Context: an optimization exercise on an open-source flow, tuned for small area. The choices shown serve that exercise and are no tape-out recipe.
Where RTL was checked, it was by simulation tests only, not by an equivalence proof against the original.
No functional check of the RTL was part of run 2.
No run shown here takes its clock network from TritonCTS; it comes from the design's own scripts or RTL.
The clock input has no modelled driver; a real chip could not lean on it and would need a root buffer or a full tree.
No activity file was given, so power comes from the tool's default toggle rates.

==> design.v <==
`default_nettype none
package boardPkg;
    localparam int BoardSize = 16;
    localparam int BoxSize = 10;
    localparam int BoxCount = BoardSize * BoardSize;
    localparam int PosWidth = 4;
    localparam int PixelWidth = 9;
    localparam int ColourWidth = 3;
    localparam logic [ColourWidth-1:0] ColourNone = 3'b000;
    localparam logic [ColourWidth-1:0] ColourRed = 3'b100;
    localparam logic [ColourWidth-1:0] ColourBlue = 3'b001;
    typedef union packed {
        logic [2*PosWidth-1:0] index;
        struct packed {
            logic [PosWidth-1:0] row;
            logic [PosWidth-1:0] column;
        } field;
    } boxAddress_t;
endpackage
`default_nettype wire
`default_nettype none
`timescale 1ns/100ps
module boardRenderer #(
    parameter int PixelCredits = 4
) (
    input  logic                                 clock,
    input  logic                                 reset,
    input  logic [boardPkg::PosWidth-1:0]        redX,
    input  logic [boardPkg::PosWidth-1:0]        redY,
    input  logic [boardPkg::PosWidth-1:0]        blueX,
    input  logic [boardPkg::PosWidth-1:0]        blueY,
    input  logic                                 pixelCredit,
    output logic                                 pixelValid,
    output logic [boardPkg::PixelWidth-1:0]      pixelX,
    output logic [boardPkg::PixelWidth-1:0]      pixelY,
    output logic [boardPkg::ColourWidth-1:0]     pixelColour,
    output logic                                 endOfFrame
);
    localparam logic [2:0] OwedNone = 3'b000;
    localparam logic [2:0] OwedFull = 3'b101;
    logic hold;
    logic [2:0] owed;
    logic [3:0] boxColumn;
    logic [3:0] boxRow;
    logic [3:0] innerColumn;
    logic [3:0] innerRow;
    logic [3:0] rX, rY, bX, bY;
    logic emit;
    logic lastColumn;
    logic lastRow;
    logic redHere;
    logic blueHere;
    assign emit = !hold && (owed != OwedFull);
    assign lastColumn = innerColumn[3] && innerColumn[0];
    assign lastRow = innerRow[3] && innerRow[0];
    always_ff @(posedge clock) begin
        if (reset) begin
            hold <= 1'b1;
        end else begin
            hold <= endOfFrame;
        end
    end
    function automatic logic [2:0] owedNext(input logic [2:0] now, input logic up, input logic down);
        owedNext = now;
        case (now)
            3'b000: if (up) owedNext = 3'b001;
            3'b001: if (up) owedNext = 3'b011; else if (down) owedNext = 3'b000;
            3'b011: if (up) owedNext = 3'b111; else if (down) owedNext = 3'b001;
            3'b111: if (up) owedNext = 3'b101; else if (down) owedNext = 3'b011;
            3'b101: if (down) owedNext = 3'b111;
            default: owedNext = OwedNone;
        endcase
    endfunction
    always_ff @(posedge clock) begin
        if (reset) begin
            owed <= OwedNone;
        end else begin
            owed <= owedNext(owed, emit && !pixelCredit, pixelCredit && !emit);
        end
    end
    function automatic logic [3:0] stepTen(input logic [3:0] v);
        stepTen[0] = !v[0];
        stepTen[1] = v[1] ^ (v[0] && !v[3]);
        stepTen[2] = v[2] ^ (v[0] && v[1]);
        stepTen[3] = (v[3] && !v[0]) || (v[0] && v[1] && v[2]);
    endfunction
    always_ff @(posedge clock) begin
        if (reset) begin
            innerColumn <= '0;
            innerRow <= '0;
            boxColumn <= '0;
            boxRow <= '0;
        end else if (emit) begin
            innerColumn <= stepTen(innerColumn);
            if (lastColumn) begin
                innerRow <= stepTen(innerRow);
                if (lastRow) begin
                    boxColumn <= boxColumn + 1'b1;
                    if (&boxColumn) begin
                        boxRow <= boxRow + 1'b1;
                    end
                end
            end
        end
    end
    always_ff @(posedge clock) begin
        if (hold) begin
            rX <= redX;
            rY <= redY;
            bX <= blueX;
            bY <= blueY;
        end
    end
    function automatic logic [8:0] pixelCoord(input logic [3:0] box, input logic [3:0] inner);
        logic t0, t1, t2, t3, t4;
        logic c1, c2, c3, d3, d4, d5;
        t0 = box[0] ^ inner[1];
        c1 = box[0] & inner[1];
        t1 = box[1] ^ inner[2] ^ c1;
        c2 = (box[1] & inner[2]) | (c1 & (box[1] | inner[2]));
        t2 = box[2] ^ (inner[3] | c2);
        c3 = box[2] & (inner[3] | c2);
        t3 = box[3] ^ c3;
        t4 = box[3] & c3;
        d3 = t2 & box[0];
        d4 = (t3 & box[1]) | (d3 & (t3 | box[1]));
        d5 = (t4 & box[2]) | (d4 & (t4 | box[2]));
        pixelCoord = {1'b0, box[3] & d5, box[3] ^ d5, t4 ^ box[2] ^ d4, t3 ^ box[1] ^ d3,
                      t2 ^ box[0], t1, t0, inner[0]};
    endfunction
    assign redHere = (boxColumn == rX) && (boxRow == rY);
    assign blueHere = (boxColumn == bX) && (boxRow == bY);
    assign pixelValid = emit;
    assign pixelX = pixelCoord(boxColumn, innerColumn);
    assign pixelY = pixelCoord(boxRow, innerRow);
    assign pixelColour = {redHere && !blueHere, 1'b0, blueHere && !redHere};
    assign endOfFrame = emit && lastColumn && lastRow && (&boxColumn) && (&boxRow);
endmodule
`default_nettype wire
==> flow/run.sh <==
#!/bin/bash
set -euo pipefail
W=$PWD
RES=$W/orfs/results/$FLOW_PLATFORM/boardRenderer/base
YOSYS=$(command -v yosys || true)
[[ -n "$YOSYS" ]] || YOSYS=$FLOW_HOME/../tools/install/yosys/bin/yosys
FLOW_CLOCK=clock
KNOBS=('BUFFER_PORTS_ARGS=-buffer_cell sky130_fd_sc_hd__buf_1' 'SKIP_REPAIR_TIE_FANOUT=1')
CLKBUF=sky130_fd_sc_hd__clkbuf_8
CLKGROUPS=2
SYNTHS=("" "ADDER_MAP_FILE= ABC_AREA=1" "ADDER_MAP_FILE=")
SCRIPTS=(remap_a remap_b remap_c remap_d remap_e)

flops() { grep -oE '^\s*sky130_fd_sc_hd__(s?e?df|dl)\S*\s+\S+' "$1" | sed 's/^ *//' | sort; }

mkdir -p $W/cand
# standard synthesis last, so orfs/ holds its state
SYNTH_IDS=()
for ((i = ${#SYNTHS[@]} - 1; i >= 0; i--)); do
  rm -rf $W/orfs
  # shellcheck disable=SC2086
  bash standard.sh ${SYNTHS[$i]} synth > $W/synth_$i.log 2>&1 || { echo "synthesis $i failed"; continue; }
  cp $RES/1_2_yosys.v $W/cand/synth_$i.v
  SYNTH_IDS+=($i)
done
flops $W/cand/synth_0.v > $W/cand/flops_standard.txt

# yosys's generic synthesis, its registers renamed as the standard synthesis names them
if IN=$FLOW_DESIGN OUT=$W/cand/generic.v TOP=$FLOW_TOP $YOSYS -c $W/flow/generic_synth.tcl \
    > $W/synth_generic.log 2>&1 &&
  python3 $W/flow/rename_flops.py $W/cand/synth_0.v $W/cand/generic.v $W/cand/synth_g.v \
    > $W/rename_flops.log 2>&1; then
  SYNTH_IDS+=(g)
else
  echo "generic synthesis dropped"
fi

pids=()
for i in "${SYNTH_IDS[@]}"; do
  if ! flops $W/cand/synth_$i.v | cmp -s - $W/cand/flops_standard.txt; then
    echo "synthesis $i changes the registers; dropped"
    continue
  fi
  for s in "${SCRIPTS[@]}"; do
    ( IN=$W/cand/synth_$i.v OUT=$W/cand/remap_${i}_$s.v SCRIPT=$W/flow/$s.abc \
        timeout 600 $YOSYS -c $W/flow/remap.tcl > $W/remap_${i}_$s.log 2>&1 || true ) &
    pids+=($!)
    if (( ${#pids[@]} >= ${NUM_CORES:-4} )); then wait "${pids[0]}" || true; pids=("${pids[@]:1}"); fi
  done
done
wait || true

best=$W/cand/synth_0.v
best_area=
for log in $W/remap_*.log; do
  v=$W/cand/$(basename $log .log).v
  [[ -s $v ]] || continue
  flops $v | cmp -s - $W/cand/flops_standard.txt || { echo "$v changes the registers; dropped"; continue; }
  a=$(grep "Chip area for module" $log | tail -1 | awk '{print $NF}')
  [[ -n "$a" ]] || continue
  echo "candidate $(basename $v): $a"
  if [[ -z "$best_area" ]] || awk -v a=$a -v b=$best_area 'BEGIN { exit !(a < b) }'; then
    best=$v
    best_area=$a
  fi
done
echo "chosen: $best ($best_area)"
cp $best $RES/1_2_yosys.v
rm -f $RES/1_synth.odb $RES/1_synth.sdc

bash standard.sh "${KNOBS[@]}" place > $W/place.log 2>&1
bash standard.sh "${KNOBS[@]}" run RUN_SCRIPT=$W/flow/cts_one.tcl RUN_LOG_NAME_STEM=4_1_cts \
  ONE_CLOCK_BUFFER=$CLKBUF CLOCK_GROUPS=$CLKGROUPS CLOCK_PORT_NAME=$FLOW_CLOCK > $W/cts.log 2>&1
bash standard.sh "${KNOBS[@]}" finish > $W/layout.log 2>&1
==> flow/cts_one.tcl <==
# A flat clock tree: the clock port drives CLOCK_GROUPS clock buffers, each placed at the centre
# of its share of the registers (split by x position) and driving their clock pins. Then the same
# repair and legalisation as ORFS's cts.tcl.
utl::set_metrics_stage "cts__{}"
source $::env(SCRIPTS_DIR)/load.tcl
erase_non_stage_variables cts
load_design 3_place.odb 3_place.sdc

set_dont_use $::env(DONT_USE_CELLS)

set block [ord::get_db_block]
set dbu [$block getDbUnitsPerMicron]
set port $::env(CLOCK_PORT_NAME)
set groups $::env(CLOCK_GROUPS)

set sinks {}
foreach iterm [[$block findNet $port] getITerms] {
  set box [[$iterm getInst] getBBox]
  set x [expr { ([$box xMin] + [$box xMax]) / 2.0 / $dbu }]
  set y [expr { ([$box yMin] + [$box yMax]) / 2.0 / $dbu }]
  lappend sinks [list $x $y "[[$iterm getInst] getName]/[[$iterm getMTerm] getName]"]
}
set sinks [lsort -real -index 0 $sinks]
set n [llength $sinks]
puts "clock sinks: $n in $groups groups"
for { set g 0 } { $g < $groups } { incr g } {
  set lo [expr { $g * $n / $groups }]
  set hi [expr { ($g + 1) * $n / $groups - 1 }]
  set sx 0.0
  set sy 0.0
  set pins {}
  foreach s [lrange $sinks $lo $hi] {
    set sx [expr { $sx + [lindex $s 0] }]
    set sy [expr { $sy + [lindex $s 1] }]
    lappend pins [get_pins [lindex $s 2]]
  }
  set k [llength $pins]
  insert_buffer -buffer_cell $::env(ONE_CLOCK_BUFFER) -net $port -load_pins $pins \
    -location [list [expr { $sx / $k }] [expr { $sy / $k }]] \
    -buffer_name clkbuf_root_$g -net_name clknet_root_$g
}

set clk_net [$block findNet $port]
set root_iterms [$clk_net getITerms]
if { [llength $root_iterms] != $groups } {
  error "the clock port drives [llength $root_iterms] cell pins"
}
foreach root_iterm $root_iterms {
  set root [$root_iterm getInst]
  foreach iterm [$root getITerms] {
    set net [$iterm getNet]
    if { $net ne "NULL" && [$iterm isOutputSignal] } {
      $net setSigType CLOCK
      puts "clock buffer [$root getName] drives [llength [$net getITerms]] pins"
    }
  }
}
$clk_net setSigType CLOCK

set_propagated_clock [all_clocks]
log_cmd estimate_parasitics -placement

set_placement_padding -global \
  -left $::env(CELL_PAD_IN_SITES_DETAIL_PLACEMENT) \
  -right $::env(CELL_PAD_IN_SITES_DETAIL_PLACEMENT)
detailed_placement
log_cmd estimate_parasitics -placement

repair_timing_helper
detailed_placement
check_placement -verbose

report_clock_min_period
report_check_types -max_slew -max_capacitance -violators
report_tns
report_worst_slack -min

orfs_write_db $::env(RESULTS_DIR)/4_1_cts.odb
orfs_write_sdc $::env(RESULTS_DIR)/4_cts.sdc
==> flow/generic_synth.tcl <==
# Yosys's generic synthesis of the design (no fsm or share passes, as the standard flow's synthesis), with
# registers mapped to the platform's flip-flops; rename_flops.py then gives every register the
# instance name the standard synthesis gives it.
yosys -import
set lib $::env(FLOW_HOME)/platforms/sky130hd/lib/sky130_fd_sc_hd__tt_025C_1v80.lib
read_verilog -sv $::env(IN)
hierarchy -check -top $::env(TOP)
synth -flatten -top $::env(TOP) -nofsm -noshare
dfflibmap -liberty $lib -dont_use *probe* -dont_use *lpflow*
# left out here: clean up, hide names made inside functions
write_verilog -noattr $::env(OUT)
==> flow/remap.tcl <==
# Re-map the combinational cells of the standard synthesis for area; every register keeps its
# instance name and cell.
yosys -import
set lib $::env(FLOW_HOME)/platforms/sky130hd/lib/sky130_fd_sc_hd__tt_025C_1v80.lib
read_liberty -ignore_miss_func $lib
foreach m [list dfxtp_1 dfxtp_2 dfxtp_4 edfxtp_1 edfxbp_1 dfrtp_1 dfrtp_2 dfrtp_4 dfstp_1 dfstp_2 dfstp_4 dfxbp_1 dfxbp_2 dfbbp_1 dfrbp_1 dfrbp_2 dfsbp_1 dfsbp_2 dfbbn_1 dfbbn_2 dfrtn_1 sdfxtp_1 conb_1] {
  catch { setattr -mod -set blackbox 1 sky130_fd_sc_hd__$m }
}
read_verilog $::env(IN)
hierarchy -top boardRenderer
flatten
techmap
opt -fast
opt_clean -purge
set du {}
foreach c {probe_p_8 probec_p_8 lpflow_bleeder_1 lpflow_clkbufkapwr_1 lpflow_clkbufkapwr_16 lpflow_clkbufkapwr_2 lpflow_clkbufkapwr_4 lpflow_clkbufkapwr_8 lpflow_clkinvkapwr_1 lpflow_clkinvkapwr_16 lpflow_clkinvkapwr_2 lpflow_clkinvkapwr_4 lpflow_clkinvkapwr_8 lpflow_inputiso0n_1 lpflow_inputiso0p_1 lpflow_inputiso1n_1 lpflow_inputiso1p_1 lpflow_inputisolatch_1 lpflow_isobufsrc_1 lpflow_isobufsrc_16 lpflow_isobufsrc_2 lpflow_isobufsrc_4 lpflow_isobufsrc_8 lpflow_isobufsrckapwr_16 lpflow_lsbuf_lh_isowell_4 lpflow_lsbuf_lh_hl_isowell_tap_1 lpflow_lsbuf_lh_hl_isowell_tap_2 lpflow_lsbuf_lh_hl_isowell_tap_4 lpflow_lsbuf_lh_isowell_tap_1 lpflow_lsbuf_lh_isowell_tap_2 lpflow_lsbuf_lh_isowell_tap_4} {
  lappend du -dont_use sky130_fd_sc_hd__$c
}
abc -liberty $lib {*}$du -script $::env(SCRIPT)
opt_clean -purge
hilomap -singleton -hicell sky130_fd_sc_hd__conb_1 HI -locell sky130_fd_sc_hd__conb_1 LO
splitnets
opt_clean -purge
stat -liberty $lib
write_verilog -noattr -nohex -nodec $::env(OUT)
==> flow/remap_a.abc <==
strash
&get -n
&deepsyn -T 20
&put
strash
dch -f
amap -F 20 -A 40
topo
==> flow/remap_b.abc <==
strash
&get -n
&deepsyn -T 20
&put
strash
dch -f
amap -F 20 -A 40
mfs2 -a
strash
dch -f
amap -F 20 -A 40
topo
==> flow/remap_c.abc <==
strash
collapse
strash
&get -n
&deepsyn -T 20
&put
strash
dch -f
amap -F 20 -A 40
topo
==> flow/remap_d.abc <==
strash
&get -n
&deepsyn -T 20 -S 3
&put
strash
dch -f
amap -F 20 -A 40
topo
==> flow/remap_e.abc <==
strash
&get -n
&deepsyn -T 20 -S 3
&put
strash
dch -f
amap -F 20 -A 40
mfs2 -a
strash
dch -f
amap -F 20 -A 40
topo
==> flow/rename_flops.py <==
"""rename_flops.py STANDARD GENERIC OUT: give each flip-flop in GENERIC the instance name of the
flip-flop in STANDARD that drives the same register net, if both agree on the cell; exit 1 if any
does not match."""
import re
import sys

CELL = re.compile(r'^(\s*)(sky130_fd_sc_hd__\w*df\w*)\s+(\S+)\s*\((.*?)\);', re.M | re.S)
QPIN = re.compile(r'\.Q\(\s*(\S+?)\s*\)')


def norm(net):
    return net.lstrip('\\').strip()


def flops(text):
    out = {}
    for m in CELL.finditer(text):
        q = QPIN.search(m.group(4))
        if q:
            out[norm(q.group(1))] = (m.group(2), m.group(3))
    return out


ASSIGN = re.compile(r'^\s*assign\s+(\S+)\s*=\s*(\S+?)\s*;', re.M)

std = flops(open(sys.argv[1]).read())
text = open(sys.argv[2]).read()
gen = {}
aliases = {}
for a, b in ASSIGN.findall(text):
    aliases.setdefault(norm(b), []).append(norm(a))
for net, flop in flops(text).items():
    hits = [n for n in [net] + aliases.get(net, []) if n in std]
    if len(hits) != 1:
        sys.exit(f"register net {net}: standard names {hits}")
    gen[hits[0]] = flop
if set(std) != set(gen):
    sys.exit(f"register nets differ: {sorted(set(std) ^ set(gen))[:10]}")
names = {}
for net, (cell, inst) in gen.items():
    if std[net][0] != cell:
        sys.exit(f"{net}: cell {cell}, standard {std[net][0]}")
    names[inst] = std[net][1]


def swap(m):
    new = names.get(m.group(3), m.group(3))
    if new.startswith('\\') and not new.endswith(' '):
        new += ' '
    return f"{m.group(1)}{m.group(2)} {new} ({m.group(4)});"


open(sys.argv[3], 'w').write(CELL.sub(swap, text))
==> standard.sh <==
#!/bin/bash
# synth_recipe.tcl (not shown) runs the flow's synth.tcl, then flattens the netlist and writes it again
# the make line also repeats each setting of config.mk as NAME=value (left out here)
make -C /OpenROAD-flow-scripts/flow DESIGN_CONFIG=/design/flow/config.mk WORK_HOME=/design/flow/orfs CLKGATE_MAP_FILE= SYNTH_SCRIPT=/design/flow/synth_recipe.tcl "${@:-finish}"
==> config.mk <==
export PLATFORM = sky130hd
export DESIGN_NAME = boardRenderer
export DESIGN_NICKNAME = boardRenderer
export VERILOG_FILES = /design/flow/design.v
export SDC_FILE = /design/flow/constraint.sdc
export NUM_CORES = 4
export LEC_CHECK = 0
export CAP_MARGIN = 20
export CORE_MARGIN = 2
export CORE_UTILIZATION = 40
export GPL_TIMING_DRIVEN = 0
export SLEW_MARGIN = 20
==> constraint.sdc <==
create_clock -name core_clock -period 5.0 [get_ports {clock}]
set_input_delay 1.0000 -clock core_clock [delete_from_list [all_inputs] [get_ports {clock}]]
set_output_delay 1.0000 -clock core_clock [all_outputs]
set_load 0.01 [all_outputs]
==> run_results.csv, run 1 <==
group,metric,value,unit
status,status,"complete, no violations",
worst_setup_path,crit_type,"reg -> out",
routing,wl,3220,um
clock_network,clk_pin_slew,0.10,ns
power,power.switching,89.9,uW
placement,routabilityCongestion,0.760,
timing,grt_setup_unrepaired,"no",
routing,postRouteAntennaNets,0,
timing,tns,0,ns
timing,hold_viol,0,
routing,wire_per_inst,11.9,um
worst_setup_path,timing.reg2reg.setup_slack,1.85,ns
synth,syn-instance-count,180,
power,seqPwrFrac,71.5,%
power,leakage,0.000601,uW
routing,drtIter0Drc,42,
placement,hpwl,2470,um
synth,yosysWarnings,1,
worst_setup_path,crit_arrival,3.18,ns
floorplanning,dieArea,4550,um^2
final_layout,finalNetCount,241,
timing,maxSlewViolCount,0,
floorplanning,num_rows,23,
floorplanning,start_util,40.8,%
routing,vias_per_cell,5.10,
power,p_clk_share,23.2,%
timing,relSlewSlack,47.3,%
final_layout,final.fill_count,389,
timing,finalSetupViolCount,0,
final_layout,final_util,46.7,%
timing,fin_skew,0.00494,ns
worst_hold_path,min_path_type,"reg -> reg",
power,switching_share,19.8,%
timing,clock.fmax,0.239,GHz
timing,finalCritPeriodShare,83.6,%
placement,portBuffers,38,
power,internal_power,365,uW
final_layout,final_layout_size_suffix_gt1_share,0.909,%
routing,drt_pass1_iterations,4,
grt,grt_max_degree,20,
clock_network,cts_setup_buffers,0,
worst_setup_path,worst_ep_required_time,4.00,ns
routing,vias,1378,
floorplanning,die_width,67.4,um
timing,fin_crit,4.18,ns
clock_network,cts_hold_buf,0,
worst_setup_path,path_max_fanout,19,
grt,grt_pass1_vias,1159,
floorplanning,ioPinCount,42,
power,combPwrFrac,5.3,%
worst_setup_path,end_kind,"primary output",
grt,antenna_found_initial,0,
grt,grt-ovfl-total,0,
grt,track_usage,14.0,%
synth,syn-num-nets,199,
worst_setup_path,crit_path_start_kind,"flip-flop",
final_layout,areaGrowthSynthToFinish,14.5,%
synth,syn_area,1610,um^2
clock_network,clk_latency,0.16,ns
timing,worst_slew_pin_slew,0.790,ns
final_layout,antennaDiodeCount,0,
power,power_density,247,nW/um^2
grt,grt_first_pass_wirelength,5060,um
power,peakVddDrop,0.000200,V
routing,drc,0,
floorplanning,die_h,67.4,um
floorplanning,core,3940,um^2
clock_network,cts_resized,0,
job,max_cap_violations,0,
synth,syn_area_per_cell,8.94,um^2
per-stage QoR:
| step | power (uW) | instances | area [um^2] | worst slack (ns) | hold slack (ns) |
|---|---|---|---|---|---|
| detailed placement | 356 | 268 | 1810 | 0.998 | 0.515 |
| finish | 455 | 270 | 1840 | 0.818 | 0.528 |
| global route | 477 | 270 | 1840 | 0.364 | 0.549 |
| global placement | 356 | 268 | 1810 | 0.991 | 0.515 |
| floorplan | 344 | 180 | 1610 | 1.43 | 0.482 |
registers in the layout, indices dropped and copies added (netlist names):
| register | flops |
|---|---|
| boxColumn | 4 |
| bX | 4 |
| boxRow | 4 |
| rX | 4 |
| rY | 4 |
| bY | 4 |
| innerRow | 4 |
| hold | 1 |
| innerColumn | 4 |
| owed | 3 |
worst paths after layout:
check                              start                          end  depth (start not counted)
max                      hold$_SDFF_PP1_                   endOfFrame                         15
min          innerColumn[0]$_SDFFE_PP0P_  innerColumn[0]$_SDFFE_PP0P_                          2
max reg2reg              hold$_SDFF_PP1_       boxRow[3]$_SDFFE_PP0P_                         15
min reg2reg  innerColumn[0]$_SDFFE_PP0P_  innerColumn[0]$_SDFFE_PP0P_                          2
critical path, cell delays in order (launching register included):
cell      delay [ns]
dfxtp_1         0.58
a31oi_1         0.38
nand2_1         0.18
clkinv_1        0.13
nand3_1         0.16
clkinv_1        0.13
and3_1          0.22
nand2_1         0.09
nor2_1          0.21
nand2_1         0.10
nor2_1          0.21
nand2_1         0.10
nor2_1          0.14
clkinv_1        0.12
nor2_1          0.11
buf_1           0.16
power groups by stage:
| stage | clock (uW) | combinational, uW | sequential, uW |
|---|---|---|---|
| detailed placement | 0 | 24.3 | 332 |
| global route | 122 | 27.5 | 327 |
| floorplan | 0 | 13.5 | 330 |
| global placement | 0 | 24.0 | 332 |
| finish | 106 | 24.1 | 325 |
cell usage in the layout, fill, tap and decap left out:
cell	count
and3_1	1
a22oi_1	1
nand4b_1	1
buf_1	38
nor3_1	11
conb_1	1
o311a_1	2
or4_1	3
a21oi_1	21
o41a_1	1
clkbuf_8	2
clkinv_1	20
nand3_1	1
a21o_1	2
edfxtp_1	16
a211oi_1	3
dfxtp_1	20
o221ai_1	1
nor2_1	24
nor4_1	1
o21ai_0	17
nand2_1	14
o22ai_1	13
and2_0	1
a31oi_1	1
a22o_1	2
a21boi_0	1
a221oi_1	1
layer usage:
layer | vias up | wire (um) | GRT usage [%]
met5 | - | 0 | 0
met4 | 0 | 24 | 1.28
met3 | 2 | 172 | 1.00
met2 | 35 | 1470 | 24.9
met1 | 599 | 1550 | 19.3
li1 | 742 | - | -
area by class of cell:
type                    count  area, um^2  area share, %
flip-flops and latches     36         881           47.8
multi-input cells         124         653           35.5
repair buffers             38         143           7.74
inverters                  20        75.1           4.08
well taps                  50        62.6           3.40
clock buffers               2        27.5           1.49
==> inputs of run 2 (changes only) <==
--- a/design.v
+++ b/design.v
@@ -78,12 +78,6 @@
             owed <= owedNext(owed, emit && !pixelCredit, pixelCredit && !emit);
         end
     end
-    function automatic logic [3:0] stepTen(input logic [3:0] v);
-        stepTen[0] = !v[0];
-        stepTen[1] = v[1] ^ (v[0] && !v[3]);
-        stepTen[2] = v[2] ^ (v[0] && v[1]);
-        stepTen[3] = (v[3] && !v[0]) || (v[0] && v[1] && v[2]);
-    endfunction
     always_ff @(posedge clock) begin
         if (reset) begin
             innerColumn <= '0;
@@ -91,15 +85,19 @@
             boxColumn <= '0;
             boxRow <= '0;
         end else if (emit) begin
-            innerColumn <= stepTen(innerColumn);
             if (lastColumn) begin
-                innerRow <= stepTen(innerRow);
+                innerColumn <= '0;
                 if (lastRow) begin
+                    innerRow <= '0;
                     boxColumn <= boxColumn + 1'b1;
                     if (&boxColumn) begin
                         boxRow <= boxRow + 1'b1;
                     end
+                end else begin
+                    innerRow <= innerRow + 1'b1;
                 end
+            end else begin
+                innerColumn <= innerColumn + 1'b1;
             end
         end
     end
==> run_results.csv, run 2 <==
group,metric,value,unit
floorplanning,core,3940,um^2
final_layout,antennaDiodeCount,0,
worst_setup_path,path_buf_inv,7,
synth,syn_area,1620,um^2
routing,drt_pass1_iterations,4,
routing,wire_per_inst,10.9,um
grt,antenna_found_initial,0,
grt,grt_pass1_vias,1076,
worst_setup_path,crit_type,"reg -> out",
timing,finalCritPeriodShare,88.4,%
timing,grt_setup_unrepaired,"no",
floorplanning,num_rows,23,
worst_setup_path,crit_arrival,3.42,ns
worst_setup_path,critPathSlowestCell,"dfxtp_2",
worst_hold_path,whs_endpoint,"innerColumn[3]$_SDFFE_PP0N_",
synth,syn-instance-count,186,
placement,portBuffers,38,
final_layout,multi_input_area,646,um^2
clock_network,cts_resized,0,
final_layout,final_layout_size_suffix_gt1_share,2.21,%
timing,finalSetupViolCount,0,
synth,syn-num-nets,205,
worst_setup_path,cp_top_family,"simple AND/OR/NAND/NOR gates",
worst_hold_path,hold_depth,1,
synth,yosysWarnings,1,
worst_setup_path,end_kind,"primary output",
job,max_cap_violations,0,
power,peakVddDrop,0.000211,V
routing,routed.top_layer,"met4",
routing,drc,0,
worst_setup_path,crit_path_start_kind,"flip-flop",
worst_hold_path,min_path_type,"reg -> reg",
final_layout,final.fill_count,381,
worst_setup_path,timing.reg2reg.setup_slack,1.61,ns
worst_setup_path,reg2reg_depth,21,
routing,vias_per_cell,4.81,
grt,grt_max_degree,23,
timing,hold_viol,0,
timing,tns,0,ns
timing,relSlewSlack,53.9,%
routing,dr_wl_met3,109,um
routing,drt-met1-wl,1450,um
final_layout,finalNetCount,247,
routing,wl,3000,um
timing,fin_skew,0.0147,ns
timing,hold_ws,0.512,ns
grt,track_usage,13.6,%
grt,grt_first_pass_wirelength,4880,um
floorplanning,die_h,67.5,um
floorplanning,die_width,67.5,um
placement,dp.cells,274,
worst_setup_path,worst_ep_required_time,4.00,ns
floorplanning,ioPinCount,42,
timing,maxSlewViolCount,0,
timing,timing.final.ws_setup,0.582,ns
final_layout,layout_commonest_cell,"buf_1",
grt,grt-ovfl-total,0,
final_layout,areaGrowthSynthToFinish,15.0,%
worst_setup_path,rr_endpoint,"boxRow[3]$_SDFFE_PP0P_",
power,power_density,246,nW/um^2
worst_setup_path,crit_path_cell_trace,"a31oi_2 > nand2_1 > nor2b_2 > nand2_1 > clkinv_1 > nand2_1 > nor2_1 > clkinv_1 > nor2_1 > clkinv_1 > nor2_1 > clkinv_1 > nor2_1 > clkinv_1 > nor2_1 > nand2_1 > nor2_1 > clkinv_1 > nor2_1 > buf_1",
timing,clock.fmax,0.226,GHz
clock_network,cts_hold_buf,0,
worst_setup_path,cpMostUsedCell,"nor2_1",
status,status,"complete, no violations",
clock_network,clk_pin_slew,0.11,ns
placement,hpwl,2250,um
power,p_total,457,uW
timing,fin_crit,4.42,ns
routing,vias,1327,
worst_hold_path,holdCritStartpoint,"innerColumn[3]$_SDFFE_PP0N_",
power,leakage,0.000595,uW
clock_network,clk_latency,0.17,ns
worst_setup_path,path_max_fanout,22,
worst_setup_path,r2r-start,"hold$_SDFF_PP1_",
routing,drtIter0Drc,64,
clock_network,cts_setup_buffers,0,
final_layout,final_cell_count_no_fill,276,
placement,dp_slack,0.432,ns
routing,postRouteAntennaNets,0,
placement,routabilityCongestion,0.783,
final_layout,mostFrequentLayoutCells,"buf_1 (38), nor2_1 (36), clkinv_1 (26), dfxtp_1 (19), edfxtp_1 (16)",
routing,dr_wl_met2,1420,um
timing,worst_slew_pin_slew,0.692,ns
synth,syn_area_per_cell,8.68,um^2
worst_setup_path,critPathMaxStageDelay,0.48,ns
final_layout,area.sequential,882,um^2
worst_setup_path,path_depth,20,
floorplanning,dieArea,4560,um^2
floorplanning,start_util,41.0,%
[run 2: through the flow]
step                      util, %  cell area [um^2]
final                        47.1              1860
after global routing         47.1              1860
after detailed placement     46.2              1820
after global placement       46.2              1820
after floorplan                 -              1620
[run 2: worst max path at each step]
stage                    start         end  slack (ns)
6_report       hold$_SDFF_PP1_  endOfFrame        0.58
5_1_grt        hold$_SDFF_PP1_  endOfFrame        0.03
3_5_place_dp   hold$_SDFF_PP1_  endOfFrame        0.43
3_3_place_gp   hold$_SDFF_PP1_  endOfFrame        0.48
2_1_floorplan  hold$_SDFF_PP1_  endOfFrame        0.98
[run 2: cell type report]
cell class	instances	area share, %
well taps	50	3.37
inverters	26	5.25
flip-flops and latches	36	47.5
multi-input cells	124	34.7
repair buffers	38	7.68
clock buffers	2	1.48
[run 2: routing by layer]
layer / track usage [%] / vias to the layer above
li1: - / 746
met1: 19.3 / 556
met2: 23.5 / 23
met3: 1.00 / 2
met4: 1.02 / 0
met5: 0 / -
[run 2: worst reg2reg max path, delay by kind of cell (launching register included)]
kind / cells / cell delay (ns)
AOI/OAI and AO/OA: 2 / 0.32
buffers and inverters: 6 / 0.60
DFF: 1 / 0.48
and+or+nand+nor: 13 / 1.87
[run 2: report_power, final]
part | internal [uW] | total (uW) | leakage, uW | switching, uW
Sequential | 318 | 325 | 0.000319 | 7.32
Combinational | 10.0 | 23.8 | 0.000262 | 13.8
Clock | 37.3 | 108 | 0.0000144 | 71.1
Total | 365 | 457 | 0.000595 | 92.1
==> inputs of run 3 (changes only) <==
--- a/design.v
+++ b/design.v
@@ -78,6 +78,12 @@
             owed <= owedNext(owed, emit && !pixelCredit, pixelCredit && !emit);
         end
     end
+    function automatic logic [3:0] stepTen(input logic [3:0] v);
+        stepTen[0] = !v[0];
+        stepTen[1] = v[1] ^ (v[0] && !v[3]);
+        stepTen[2] = v[2] ^ (v[0] && v[1]);
+        stepTen[3] = (v[3] && !v[0]) || (v[0] && v[1] && v[2]);
+    endfunction
     always_ff @(posedge clock) begin
         if (reset) begin
             innerColumn <= '0;
@@ -85,19 +91,15 @@
             boxColumn <= '0;
             boxRow <= '0;
         end else if (emit) begin
+            innerColumn <= stepTen(innerColumn);
             if (lastColumn) begin
-                innerColumn <= '0;
+                innerRow <= stepTen(innerRow);
                 if (lastRow) begin
-                    innerRow <= '0;
                     boxColumn <= boxColumn + 1'b1;
                     if (&boxColumn) begin
                         boxRow <= boxRow + 1'b1;
                     end
-                end else begin
-                    innerRow <= innerRow + 1'b1;
                 end
-            end else begin
-                innerColumn <= innerColumn + 1'b1;
             end
         end
     end
--- a/flow/run.sh
+++ b/flow/run.sh
@@ -6,10 +6,11 @@
 [[ -n "$YOSYS" ]] || YOSYS=$FLOW_HOME/../tools/install/yosys/bin/yosys
 FLOW_CLOCK=clock
 KNOBS=('BUFFER_PORTS_ARGS=-buffer_cell sky130_fd_sc_hd__buf_1' 'SKIP_REPAIR_TIE_FANOUT=1')
-CLKBUF=sky130_fd_sc_hd__clkbuf_8
-CLKGROUPS=2
-SYNTHS=("" "ADDER_MAP_FILE= ABC_AREA=1" "ADDER_MAP_FILE=")
-SCRIPTS=(remap_a remap_b remap_c remap_d remap_e)
+CLKBUF=sky130_fd_sc_hd__clkbuf_16
+CLKGROUPS=1
+SYNTHS=("" "ADDER_MAP_FILE= ABC_AREA=1")
+# ABC scripts (remap_<kind>.abc, with SEED standing for deepsyn's random seed) and seeds to try
+REMAPS=("a 5" "a 38")
 
 flops() { grep -oE '^\s*sky130_fd_sc_hd__(s?e?df|dl)\S*\s+\S+' "$1" | sed 's/^ *//' | sort; }
 
@@ -41,8 +42,11 @@
     echo "synthesis $i changes the registers; dropped"
     continue
   fi
-  for s in "${SCRIPTS[@]}"; do
-    ( IN=$W/cand/synth_$i.v OUT=$W/cand/remap_${i}_$s.v SCRIPT=$W/flow/$s.abc \
+  for r in "${REMAPS[@]}"; do
+    read -r kind seed <<< "$r"
+    s=${kind}$seed
+    sed "s/SEED/$seed/" $W/flow/remap_$kind.abc > $W/cand/$s.abc
+    ( IN=$W/cand/synth_$i.v OUT=$W/cand/remap_${i}_$s.v SCRIPT=$W/cand/$s.abc \
         timeout 600 $YOSYS -c $W/flow/remap.tcl > $W/remap_${i}_$s.log 2>&1 || true ) &
     pids+=($!)
     if (( ${#pids[@]} >= ${NUM_CORES:-4} )); then wait "${pids[0]}" || true; pids=("${pids[@]:1}"); fi
==> flow/remap_a.abc (replaced) <==
strash
&get -n
&deepsyn -T 20 -S SEED
&put
strash
dch -f
amap -F 20 -A 40
topo
==> flow/remap_b.abc (replaced) <==
strash
&get -n
&deepsyn -T 20 -S SEED
&put
strash
dch -f
amap -F 20 -A 40
mfs2 -a
strash
dch -f
amap -F 20 -A 40
topo
==> flow/remap_c.abc (replaced) <==
strash
collapse
strash
&get -n
&deepsyn -T 20 -S SEED
&put
strash
dch -f
amap -F 20 -A 40
topo
--- a/config.mk
+++ b/config.mk
@@ -7,6 +7,6 @@
 export LEC_CHECK = 0
 export CAP_MARGIN = 20
 export CORE_MARGIN = 2
-export CORE_UTILIZATION = 40
+export CORE_UTILIZATION = 65
 export GPL_TIMING_DRIVEN = 0
 export SLEW_MARGIN = 20
removed: flow/remap_d.abc
removed: flow/remap_e.abc
==> run_results.csv, run 3 <==
group,metric,value,unit
timing,finalCritPeriodShare,84.7,%
grt,grt-ovfl-total,0,
final_layout,final_area,1800,um^2
timing,grt_setup_unrepaired,"no",
floorplanning,ioPinCount,42,
routing,postRouteAntennaNets,0,
power,power_density,255,nW/um^2
floorplanning,core,2280,um^2
worst_setup_path,timing.reg2reg.setup_slack,1.83,ns
timing,finalSetupViolCount,0,
clock_network,clk_latency,0.18,ns
routing,drtIter0Drc,37,
power,seqPwrFrac,71.2,%
synth,syn-num-nets,198,
placement,placed_cell_area,1770,um^2
grt,grt_max_degree,37,
power,leakage,0.000590,uW
worst_setup_path,path_max_fanout,20,
synth,yosysWarnings,1,
power,switching_share,20.1,%
final_layout,antennaDiodeCount,0,
routing,vias_per_cell,5.98,
clock_network,clk_pin_slew,0.12,ns
placement,routabilityCongestion,0.845,
routing,drt_pass1_iterations,4,
floorplanning,num_rows,17,
worst_setup_path,crit_path_end,"endOfFrame",
grt,grt_pass1_vias,1266,
placement,dp_slack,1.03,ns
final_layout,areaGrowthSynthToFinish,12.7,%
timing,relSlewSlack,49.3,%
routing,wl,3200,um
clock_network,cts_hold_buf,0,
clock_network,cts_setup_buffers,0,
floorplanning,dieArea,2860,um^2
worst_hold_path,min_path_type,"reg -> reg",
power,power.switching,92.2,uW
worst_setup_path,worst_ep_required_time,4.00,ns
placement,portBuffers,38,
worst_setup_path,startpoint,"hold$_SDFF_PP1_",
timing,hold_viol,0,
routing,wire_per_inst,13.0,um
worst_setup_path,r2r-start,"hold$_SDFF_PP1_",
synth,syn_area_per_cell,8.91,um^2
final_layout,mostFrequentLayoutCells,"buf_1 (38), nor2_1 (31), a21oi_1 (27), clkinv_1 (20), dfxtp_1 (20)",
timing,fin_skew,0.00256,ns
floorplanning,die_h,53.5,um
floorplanning,start_util,70.0,%
power,combPwrFrac,5.6,%
timing,clock.fmax,0.236,GHz
final_layout,final.fill_count,173,
worst_setup_path,crit_path_start_kind,"flip-flop",
worst_setup_path,end_kind,"primary output",
power,p_total,458,uW
power,internal_power,366,uW
timing,maxSlewViolCount,0,
timing,worst_slew_pin_slew,0.759,ns
timing,fin_crit,4.24,ns
clock_network,cts_resized,0,
worst_setup_path,reg2reg_depth,15,
final_layout,finalNetCount,239,
worst_setup_path,rr_endpoint,"boxRow[3]$_SDFFE_PP0P_",
power,p_clk_share,23.2,%
worst_setup_path,crit_arrival,3.24,ns
job,max_cap_violations,0,
worst_setup_path,crit_type,"reg -> out",
grt,track_usage,24.7,%
grt,antenna_found_initial,0,
power,peakVddDrop,0.000300,V
routing,vias,1472,
final_layout,final_layout_size_suffix_gt1_share,0.459,%
synth,syn_area,1590,um^2
placement,hpwl,2500,um
floorplanning,die_width,53.5,um
synth,syn-instance-count,179,
routing,drc,0,
timing,tns,0,ns
final_layout,layout_commonest_cell,"buf_1",
grt,grt_first_pass_wirelength,5330,um
status,status,"complete, no violations",
timing,timing.final.ws_setup,0.763,ns
## run 3: final cells by class
class	count	area [um^2]	area share, %
Sequential cell	36	881	49.0
Multi-Input combinational cell	123	638	35.5
Timing Repair Buffer	38	143	7.94
Inverter	20	75.1	4.18
Tap cell	28	35.0	1.95
Clock buffer	1	25.0	1.39
## run 3: how the worst min path moves through the flow
stage	start	to	slack (ns)	cells after the start
6_report	innerColumn[0]$_SDFFE_PP0P_	innerColumn[0]$_SDFFE_PP0P_	0.52	2
2_1_floorplan	boxRow[1]$_SDFFE_PP0P_	boxRow[1]$_SDFFE_PP0P_	0.48	1
3_5_place_dp	innerColumn[0]$_SDFFE_PP0P_	innerColumn[0]$_SDFFE_PP0P_	0.51	2
3_3_place_gp	innerColumn[0]$_SDFFE_PP0P_	innerColumn[0]$_SDFFE_PP0P_	0.50	2
5_1_grt	innerRow[1]$_SDFFE_PP0P_	innerRow[2]$_SDFFE_PP0P_	0.57	2
## run 3: stage by stage
stage / util, % / instances / hold WS (ns)
final: 78.9 / 246 / 0.524
after global routing: 78.9 / 246 / 0.575
after detailed placement: 77.8 / 245 / 0.510
after global placement: 77.8 / 245 / 0.498
after floorplan: - / 179 / 0.483
## run 3: power by group through the flow
stage          clock [uW]  sequential [uW]  combinational [uW]
3_5_place_dp            0              332                25.3
5_1_grt               119              328                29.1
2_1_floorplan           0              331                13.9
3_3_place_gp            0              332                23.1
6_report              106              326                25.5
## run 3: metal layers
metal	wire, um	vias up	global-route usage, %
met5	0	-	0
met4	40	0	3.85
met3	183	6	1.41
met2	1600	51	45.3
met1	1380	669	32.8
li1	-	746	-
## run 3: critical path, stage by stage (launching register included)
cell and delay [ns]:
dfxtp_1 0.57, a31oi_1 0.37, nand2_1 0.18, clkinv_1 0.13
nand3_1 0.17, clkinv_1 0.14, and3_1 0.22, nand2_1 0.09
nor2_1 0.21, nand2_1 0.11, nor2_1 0.21, nand2_1 0.10
nor2_1 0.15, clkinv_1 0.13, nor2_1 0.10, buf_1 0.17
==> inputs of run 4 (changes only) <==
--- a/config.mk
+++ b/config.mk
@@ -7,6 +7,6 @@
 export LEC_CHECK = 0
 export CAP_MARGIN = 20
 export CORE_MARGIN = 2
-export CORE_UTILIZATION = 65
+export CORE_UTILIZATION = 40
 export GPL_TIMING_DRIVEN = 0
 export SLEW_MARGIN = 20
==> run_results.csv, run 4 <==
group,metric,value,unit
placement,dp.cells,265,
placement,dp_slack,1.02,ns
power,leakage,0.000590,uW
routing,vias_per_cell,5.42,
floorplanning,core,3740,um^2
clock_network,clk_latency,0.18,ns
floorplanning,die_width,67.1,um
worst_setup_path,path_depth,15,
timing,relSlewSlack,47.0,%
final_layout,antennaDiodeCount,0,
worst_setup_path,crit_path_cell_trace,"a31oi_1 > nand2_1 > clkinv_1 > nand3_1 > clkinv_1 > and3_1 > nand2_1 > nor2_1 > nand2_1 > nor2_1 > nand2_1 > nor2_1 > clkinv_1 > nor2_1 > buf_1",
floorplanning,num_rows,22,
worst_setup_path,cp_top_family,"simple AND/OR/NAND/NOR gates",
worst_setup_path,crit_arrival,3.22,ns
worst_hold_path,hold_depth,2,
routing,drt_pass1_iterations,4,
clock_network,cts_resized,0,
worst_setup_path,path_buf_inv,4,
timing,finalSetupViolCount,0,
grt,grt-ovfl-total,0,
final_layout,final.fill_count,385,
timing,fin_crit,4.22,ns
worst_hold_path,min_path_type,"reg -> reg",
synth,syn_area,1590,um^2
routing,drc,0,
grt,grt_max_degree,37,
timing,tns,0,ns
routing,wl,3420,um
final_layout,finalNetCount,239,
clock_network,cts_hold_buf,0,
timing,fin_skew,0.00554,ns
power,power_density,252,nW/um^2
routing,vias,1441,
worst_setup_path,path_max_fanout,20,
power,peakVddDrop,0.000157,V
routing,drtIter0Drc,66,
worst_setup_path,end_kind,"primary output",
final_layout,layout_commonest_cell,"buf_1",
timing,finalCritPeriodShare,84.3,%
timing,clock.fmax,0.237,GHz
power,p_total,459,uW
placement,portBuffers,38,
placement,routabilityCongestion,0.758,
worst_setup_path,r2r-start,"hold$_SDFF_PP1_",
final_layout,mostFrequentLayoutCells,"buf_1 (38), nor2_1 (31), a21oi_1 (27), clkinv_1 (20), dfxtp_1 (20)",
clock_network,clk_pin_slew,0.12,ns
timing,hold_viol,0,
floorplanning,dieArea,4510,um^2
synth,yosysWarnings,1,
timing,worst_slew_pin_slew,0.794,ns
timing,maxSlewViolCount,0,
worst_setup_path,crit_path_end,"endOfFrame",
timing,hold_ws,0.533,ns
worst_setup_path,startpoint,"hold$_SDFF_PP1_",
synth,syn_area_per_cell,8.91,um^2
routing,wire_per_inst,12.8,um
floorplanning,die_h,67.1,um
grt,antenna_found_initial,0,
job,max_cap_violations,0,
worst_setup_path,reg2reg_depth,15,
floorplanning,start_util,42.6,%
final_layout,areaGrowthSynthToFinish,14.3,%
worst_setup_path,rr_endpoint,"boxRow[3]$_SDFFE_PP0P_",
clock_network,cts_setup_buffers,0,
worst_setup_path,worst_ep_required_time,4.00,ns
worst_setup_path,critPathMaxStageDelay,0.58,ns
synth,syn-instance-count,179,
grt,track_usage,15.8,%
placement,hpwl,2650,um
status,status,"complete, no violations",
worst_setup_path,critPathSlowestCell,"dfxtp_1",
final_layout,final_cell_count_no_fill,266,
worst_setup_path,crit_path_start_kind,"flip-flop",
timing,timing.final.ws_setup,0.783,ns
worst_setup_path,crit_type,"reg -> out",
timing,grt_setup_unrepaired,"no",
routing,postRouteAntennaNets,0,
floorplanning,ioPinCount,42,
worst_setup_path,timing.reg2reg.setup_slack,1.83,ns
grt,grt_pass1_vias,1367,
grt,grt_first_pass_wirelength,5770,um
final_layout,final_layout_size_suffix_gt1_share,0.459,%
synth,syn-num-nets,198,
[run 4: worst register-to-register path: cells and delay by family (launching register included)]
family                 cells  cell delay, ns
and+or+nand+nor            9            1.43
DFF                        1            0.58
AOI/OAI and AO/OA          3            0.68
buffers and inverters      3            0.38
[run 4: cell type report]
type	instances	area [um^2]	area share, %
inverters	20	75.1	4.12
clock buffers	1	25.0	1.37
repair buffers	38	143	7.83
flip-flops and latches	36	881	48.4
well taps	48	60.1	3.30
multi-input cells	123	638	35.0
[run 4: per-stage QoR]
stage | utilization [%] | cell area, um^2
floorplan | - | 1590
global placement | 48.0 | 1800
detailed placement | 48.0 | 1800
global route | 48.7 | 1820
finish | 48.7 | 1820
[run 4: report_power, final]
part	switching (uW)	internal, uW
sequential	8.37	318
combinational	14.9	9.87
clock	70.5	37.6
[run 4: layer usage]
metal	vias up	track usage, %	wire (um)
li1	738	-	-
met1	676	19.9	1530
met2	25	30.4	1740
met3	2	0.845	117
met4	0	1.79	23
met5	-	0	0
[run 4: worst min path at each step]
stage / start / end / slack (ns)
global route: innerColumn[1]$_SDFFE_PP0P_ / innerColumn[2]$_SDFFE_PP0P_ / 0.57
detailed placement: boxRow[1]$_SDFFE_PP0P_ / boxRow[1]$_SDFFE_PP0P_ / 0.52
finish: innerColumn[0]$_SDFFE_PP0P_ / innerColumn[0]$_SDFFE_PP0P_ / 0.53
global placement: owed[0]$_SDFFE_PP0P_ / owed[0]$_SDFFE_PP0P_ / 0.50
floorplan: boxRow[1]$_SDFFE_PP0P_ / boxRow[1]$_SDFFE_PP0P_ / 0.48
==> inputs of run 5 (changes only) <==
--- a/flow/run.sh
+++ b/flow/run.sh
@@ -6,11 +6,11 @@
 [[ -n "$YOSYS" ]] || YOSYS=$FLOW_HOME/../tools/install/yosys/bin/yosys
 FLOW_CLOCK=clock
 KNOBS=('BUFFER_PORTS_ARGS=-buffer_cell sky130_fd_sc_hd__buf_1' 'SKIP_REPAIR_TIE_FANOUT=1')
-CLKBUF=sky130_fd_sc_hd__clkbuf_16
-CLKGROUPS=1
+CLKBUF=sky130_fd_sc_hd__clkbuf_8
+CLKGROUPS=2
 SYNTHS=("" "ADDER_MAP_FILE= ABC_AREA=1")
 # ABC scripts (remap_<kind>.abc, with SEED standing for deepsyn's random seed) and seeds to try
-REMAPS=("a 5" "a 38")
+REMAPS=("a 0" "a 3" "a 5" "a 11" "a 17" "a 29" "a 41" "a 53" "b 0" "b 3" "c 0")
 
 flops() { grep -oE '^\s*sky130_fd_sc_hd__(s?e?df|dl)\S*\s+\S+' "$1" | sed 's/^ *//' | sort; }
 
==> run_results.csv, run 5 <==
group,metric,value,unit
status,status,"complete, no violations",
synth,syn_area_per_cell,8.91,um^2
synth,syn_area,1590,um^2
worst_setup_path,crit_path_cell_trace,"a31oi_1 > nand2_1 > clkinv_1 > nand3_1 > clkinv_1 > and3_1 > nand2_1 > nor2_1 > nand2_1 > nor2_1 > nand2_1 > nor2_1 > clkinv_1 > nor2_1 > buf_1",
placement,placed_cell_area,1800,um^2
worst_setup_path,timing.reg2reg.setup_slack,1.83,ns
timing,fin_crit,4.19,ns
routing,wire_per_inst,12.8,um
routing,postRouteAntennaNets,0,
worst_setup_path,crit_type,"reg -> out",
grt,grt_pass1_vias,1380,
floorplanning,core,3740,um^2
timing,finalSetupViolCount,0,
worst_setup_path,crit_path_start_kind,"flip-flop",
power,power_density,251,nW/um^2
timing,fin_skew,0.00548,ns
worst_hold_path,min_path_type,"reg -> reg",
clock_network,cts_resized,0,
grt,grt_max_degree,21,
timing,tns,0,ns
routing,drtIter0Drc,65,
worst_setup_path,path_max_fanout,20,
final_layout,areaGrowthSynthToFinish,14.4,%
worst_setup_path,critPathMaxStageDelay,0.58,ns
placement,hpwl,2650,um
synth,syn-instance-count,179,
grt,track_usage,16.0,%
timing,grt_setup_unrepaired,"no",
final_layout,layout_commonest_cell,"buf_1",
routing,vias_per_cell,5.42,
timing,hold_viol,0,
final_layout,final_layout_size_suffix_gt1_share,0.913,%
synth,syn-num-nets,198,
timing,timing.final.ws_setup,0.806,ns
placement,dp_slack,1.02,ns
final_layout,final.fill_count,385,
grt,grt_first_pass_wirelength,5830,um
power,leakage,0.000592,uW
power,peakVddDrop,0.000194,V
grt,antenna_found_initial,0,
floorplanning,dieArea,4510,um^2
grt,grt-ovfl-total,0,
timing,relSlewSlack,47.3,%
synth,yosysWarnings,1,
clock_network,cts_setup_buffers,0,
worst_setup_path,worst_ep_required_time,4.00,ns
worst_setup_path,critPathSlowestCell,"dfxtp_1",
routing,drc,0,
clock_network,clk_latency,0.16,ns
final_layout,finalNetCount,240,
floorplanning,start_util,42.6,%
placement,portBuffers,38,
final_layout,final_area,1820,um^2
final_layout,mostFrequentLayoutCells,"buf_1 (38), nor2_1 (31), a21oi_1 (27), clkinv_1 (20), dfxtp_1 (20)",
floorplanning,num_rows,22,
timing,maxSlewViolCount,0,
floorplanning,die_width,67.1,um
worst_setup_path,end_kind,"primary output",
job,max_cap_violations,0,
floorplanning,die_h,67.1,um
clock_network,cts_hold_buf,0,
final_layout,final_util,48.7,%
clock_network,clk_pin_slew,0.11,ns
worst_setup_path,crit_arrival,3.19,ns
power,p_total,458,uW
timing,clock.fmax,0.238,GHz
placement,routabilityCongestion,0.758,
routing,wl,3410,um
final_layout,antennaDiodeCount,0,
timing,worst_slew_pin_slew,0.790,ns
timing,finalCritPeriodShare,83.9,%
floorplanning,ioPinCount,42,
routing,vias,1447,
routing,drt_pass1_iterations,4,
## run 5: cell count changes in the layout (fill, tap and decap cells not counted), sizes merged
cell / before / now
clkbuf: 1 / 2
## run 5: stage by stage
step | std cells | hold WS (ns)
after floorplan | 179 | 0.483
after global routing | 267 | 0.571
after global placement | 265 | 0.500
final | 267 | 0.530
after detailed placement | 265 | 0.516
## run 5: layout make-up
class / instances / area, um^2 / share of cell area (%)
Clock buffer: 2 / 27.5 / 1.51
Inverter: 20 / 75.1 / 4.12
Multi-Input combinational cell: 123 / 638 / 35.0
Sequential cell: 36 / 881 / 48.3
Tap cell: 48 / 60.1 / 3.29
Timing Repair Buffer: 38 / 143 / 7.82
## run 5: final timing paths
kind	start	to	cells past startpoint
worst min-delay path	innerColumn[0]$_SDFFE_PP0P_	innerColumn[0]$_SDFFE_PP0P_	2
worst max-delay path	hold$_SDFF_PP1_	endOfFrame	15
worst max register to register	hold$_SDFF_PP1_	boxRow[3]$_SDFFE_PP0P_	15
worst min register to register	innerColumn[0]$_SDFFE_PP0P_	innerColumn[0]$_SDFFE_PP0P_	2
## run 5: worst max-delay path, delay by kind of cell, from the launching register on
kind	cells	cell delay, ns
DFF	1	0.58
and+or+nand+nor	10	1.52
AOI/OAI and AO/OA	1	0.39
buffers and inverters	4	0.54
## run 5: layer usage
metal	vias up	wire length (um)	track usage, %
li1	741	-	-
met1	676	1470	19.8
met2	28	1770	30.9
met3	2	143	1.18
met4	0	23	1.79
met5	-	0	0
## run 5: report_power, final
| group | switching (uW) | internal (uW) |
|---|---|---|
| sequential | 8.34 | 318 |
| clock | 69.8 | 37.3 |
| combinational | 14.8 | 9.87 |
==> inputs of run 6 (changes only) <==
--- a/flow/run.sh
+++ b/flow/run.sh
@@ -10,7 +10,7 @@
 CLKGROUPS=2
 SYNTHS=("" "ADDER_MAP_FILE= ABC_AREA=1")
 # ABC scripts (remap_<kind>.abc, with SEED standing for deepsyn's random seed) and seeds to try
-REMAPS=("a 0" "a 3" "a 5" "a 11" "a 17" "a 29" "a 41" "a 53" "b 0" "b 3" "c 0")
+REMAPS=("a 0" "a 3" "a 5" "a 11" "a 20" "a 38" "a 41" "p 0" "p 5" "p 7" "p 17" "b 0" "b 3" "c 0")
 
 flops() { grep -oE '^\s*sky130_fd_sc_hd__(s?e?df|dl)\S*\s+\S+' "$1" | sed 's/^ *//' | sort; }
 
==> flow/remap_p.abc (new file) <==
strash
&get -n
&deepsyn -T 20 -S SEED
&put
strash
dch -f -p
amap -F 20 -A 40
topo
==> run_results.csv, run 6 <==
group,metric,value,unit
routing,vias,1423,
routing,vias_per_cell,5.41,
routing,drc,0,
status,status,"complete, no violations",
final_layout,final_layout_size_suffix_gt1_share,0.930,%
worst_setup_path,path_max_fanout,20,
floorplanning,die_width,67.1,um
final_layout,antennaDiodeCount,0,
worst_setup_path,worst_ep_required_time,4.00,ns
timing,fin_crit,4.19,ns
worst_hold_path,hold_depth,2,
routing,drt_pass1_iterations,4,
clock_network,clk_latency,0.16,ns
grt,grt-ovfl-total,0,
power,power_density,251,nW/um^2
synth,syn_area,1590,um^2
synth,syn-num-nets,194,
timing,tns,0,ns
routing,postRouteAntennaNets,0,
final_layout,finalNetCount,236,
floorplanning,core,3740,um^2
worst_hold_path,min_path_type,"reg -> reg",
final_layout,final.fill_count,388,
clock_network,clk_pin_slew,0.11,ns
final_layout,mostFrequentLayoutCells,"buf_1 (38), nor2_1 (30), a21oi_1 (23), clkinv_1 (20), dfxtp_1 (20)",
timing,hold_viol,0,
routing,wire_per_inst,12.7,um
grt,grt_max_degree,21,
worst_setup_path,reg2reg_depth,15,
timing,finalSetupViolCount,0,
routing,wl,3330,um
grt,track_usage,15.8,%
worst_setup_path,timing.reg2reg.setup_slack,1.85,ns
power,peakVddDrop,0.000165,V
timing,hold_ws,0.519,ns
timing,grt_setup_unrepaired,"no",
final_layout,areaGrowthSynthToFinish,14.5,%
floorplanning,ioPinCount,42,
timing,clock.fmax,0.238,GHz
floorplanning,num_rows,22,
routing,drtIter0Drc,56,
grt,grt_pass1_vias,1372,
timing,worst_slew_pin_slew,0.796,ns
power,leakage,0.000615,uW
floorplanning,start_util,42.5,%
timing,maxSlewViolCount,0,
final_layout,multi_input_area,637,um^2
timing,finalCritPeriodShare,83.9,%
synth,yosysWarnings,1,
final_layout,layout_commonest_cell,"buf_1",
placement,hpwl,2650,um
timing,fin_skew,0.0115,ns
synth,syn_area_per_cell,9.10,um^2
grt,grt_first_pass_wirelength,5710,um
worst_setup_path,crit_type,"reg -> out",
grt,antenna_found_initial,0,
clock_network,cts_setup_buffers,0,
worst_setup_path,crit_path_start_kind,"flip-flop",
final_layout,area.sequential,881,um^2
job,max_cap_violations,0,
clock_network,cts_resized,0,
floorplanning,dieArea,4500,um^2
placement,portBuffers,38,
synth,syn-instance-count,175,
placement,routabilityCongestion,0.756,
floorplanning,die_h,67.1,um
clock_network,cts_hold_buf,0,
worst_setup_path,end_kind,"primary output",
worst_setup_path,crit_arrival,3.19,ns
timing,relSlewSlack,46.8,%
-- run 6: worst paths after layout --
kind / from / to
setup / recovery: hold$_SDFF_PP1_ / endOfFrame
hold / removal: innerColumn[0]$_SDFFE_PP0P_ / innerColumn[0]$_SDFFE_PP0P_
setup reg to reg: hold$_SDFF_PP1_ / boxRow[3]$_SDFFE_PP0P_
hold reg to reg: innerColumn[0]$_SDFFE_PP0P_ / innerColumn[0]$_SDFFE_PP0P_
-- run 6: critical path, stage by stage (launching register included) --
cell and delay (ns):
dfxtp_1 0.58, a31oi_1 0.35, nand2_1 0.17, clkinv_1 0.13, nand3_1 0.18, clkinv_1 0.14
and3_1 0.22, nand2_1 0.11, nor2_1 0.18, nand2_1 0.12, nor2_1 0.18, nand2_1 0.12
nor2_1 0.16, clkinv_1 0.12, nor2_1 0.10, buf_1 0.16
-- run 6: power by group --
group | leakage [uW] | switching [uW] | total (uW) | internal (uW)
combinational | 0.000282 | 14.9 | 24.5 | 9.66
sequential | 0.000319 | 8.07 | 326 | 318
clock | 0.0000144 | 68.9 | 106 | 37.3
total | 0.000615 | 91.8 | 457 | 365
-- run 6: final cells by class --
type | count | share of cell area, %
Multi-Input combinational cell | 119 | 34.9
Inverter | 20 | 4.12
Sequential cell | 36 | 48.3
Clock buffer | 2 | 1.51
Tap cell | 48 | 3.29
Timing Repair Buffer | 38 | 7.82
-- run 6: metrics by stage --
| stage | total power (uW) | setup WS, ns | cell area, um^2 | util (%) | cells |
|---|---|---|---|---|---|
| final | 457 | 0.806 | 1820 | 48.7 | 263 |
| after global routing | 478 | 0.373 | 1820 | 48.7 | 263 |
| after detailed placement | 358 | 0.991 | 1800 | 48.0 | 261 |
| after global placement | 355 | 1.13 | 1800 | 48.0 | 261 |
| after floorplan | 345 | 1.44 | 1590 | - | 175 |
-- run 6: routing by layer --
layer	wire length (um)	GRT usage, %	vias up
met4	21	1.02	0
met5	0	0	-
met3	137	1.01	2
met2	1720	31.6	40
met1	1450	19.0	653
li1	-	-	728

==> static timing again, ports no longer ideal <==
Ports are ideal in the flow. The routed layouts listed here were re-timed in OpenROAD.
Step 1: set_driving_cell puts a clkbuf_16 on clock and a buf_2 on each other input, an assumption about the parent block.
Step 2 times the ports against the registers' clock, not the clock port: input delays grow and output delays shrink by t, the midpoint of the rising clock arrivals with the driver on.
Slacks: ideal ports / drivers / drivers and shift; pairs: ideal ports / drivers.
run	t, ns	slack for setup (ns)	hold WS [ns]	worst setup path at the end	latest minus earliest clock arrival (ns)
run 1	0.193	0.818 / 0.783 / 0.976	0.528 / 0.528 / 0.528	register to output	0.005 / 0.005
run 2	0.195	0.582 / 0.549 / 0.743	0.512 / 0.512 / 0.512	register to output	0.015 / 0.015
run 3	0.203	0.763 / 0.737 / 0.939	0.524 / 0.524 / 0.524	register to output	0.002 / 0.003
run 4	0.211	0.783 / 0.751 / 0.962	0.533 / 0.533 / 0.533	register to output	0.005 / 0.006
run 5	0.193	0.806 / 0.771 / 0.964	0.530 / 0.530 / 0.530	register to output	0.006 / 0.005
run 6	0.192	0.806 / 0.772 / 0.964	0.519 / 0.519 / 0.519	register to output	0.012 / 0.012
After both steps every run listed still meets setup and hold.
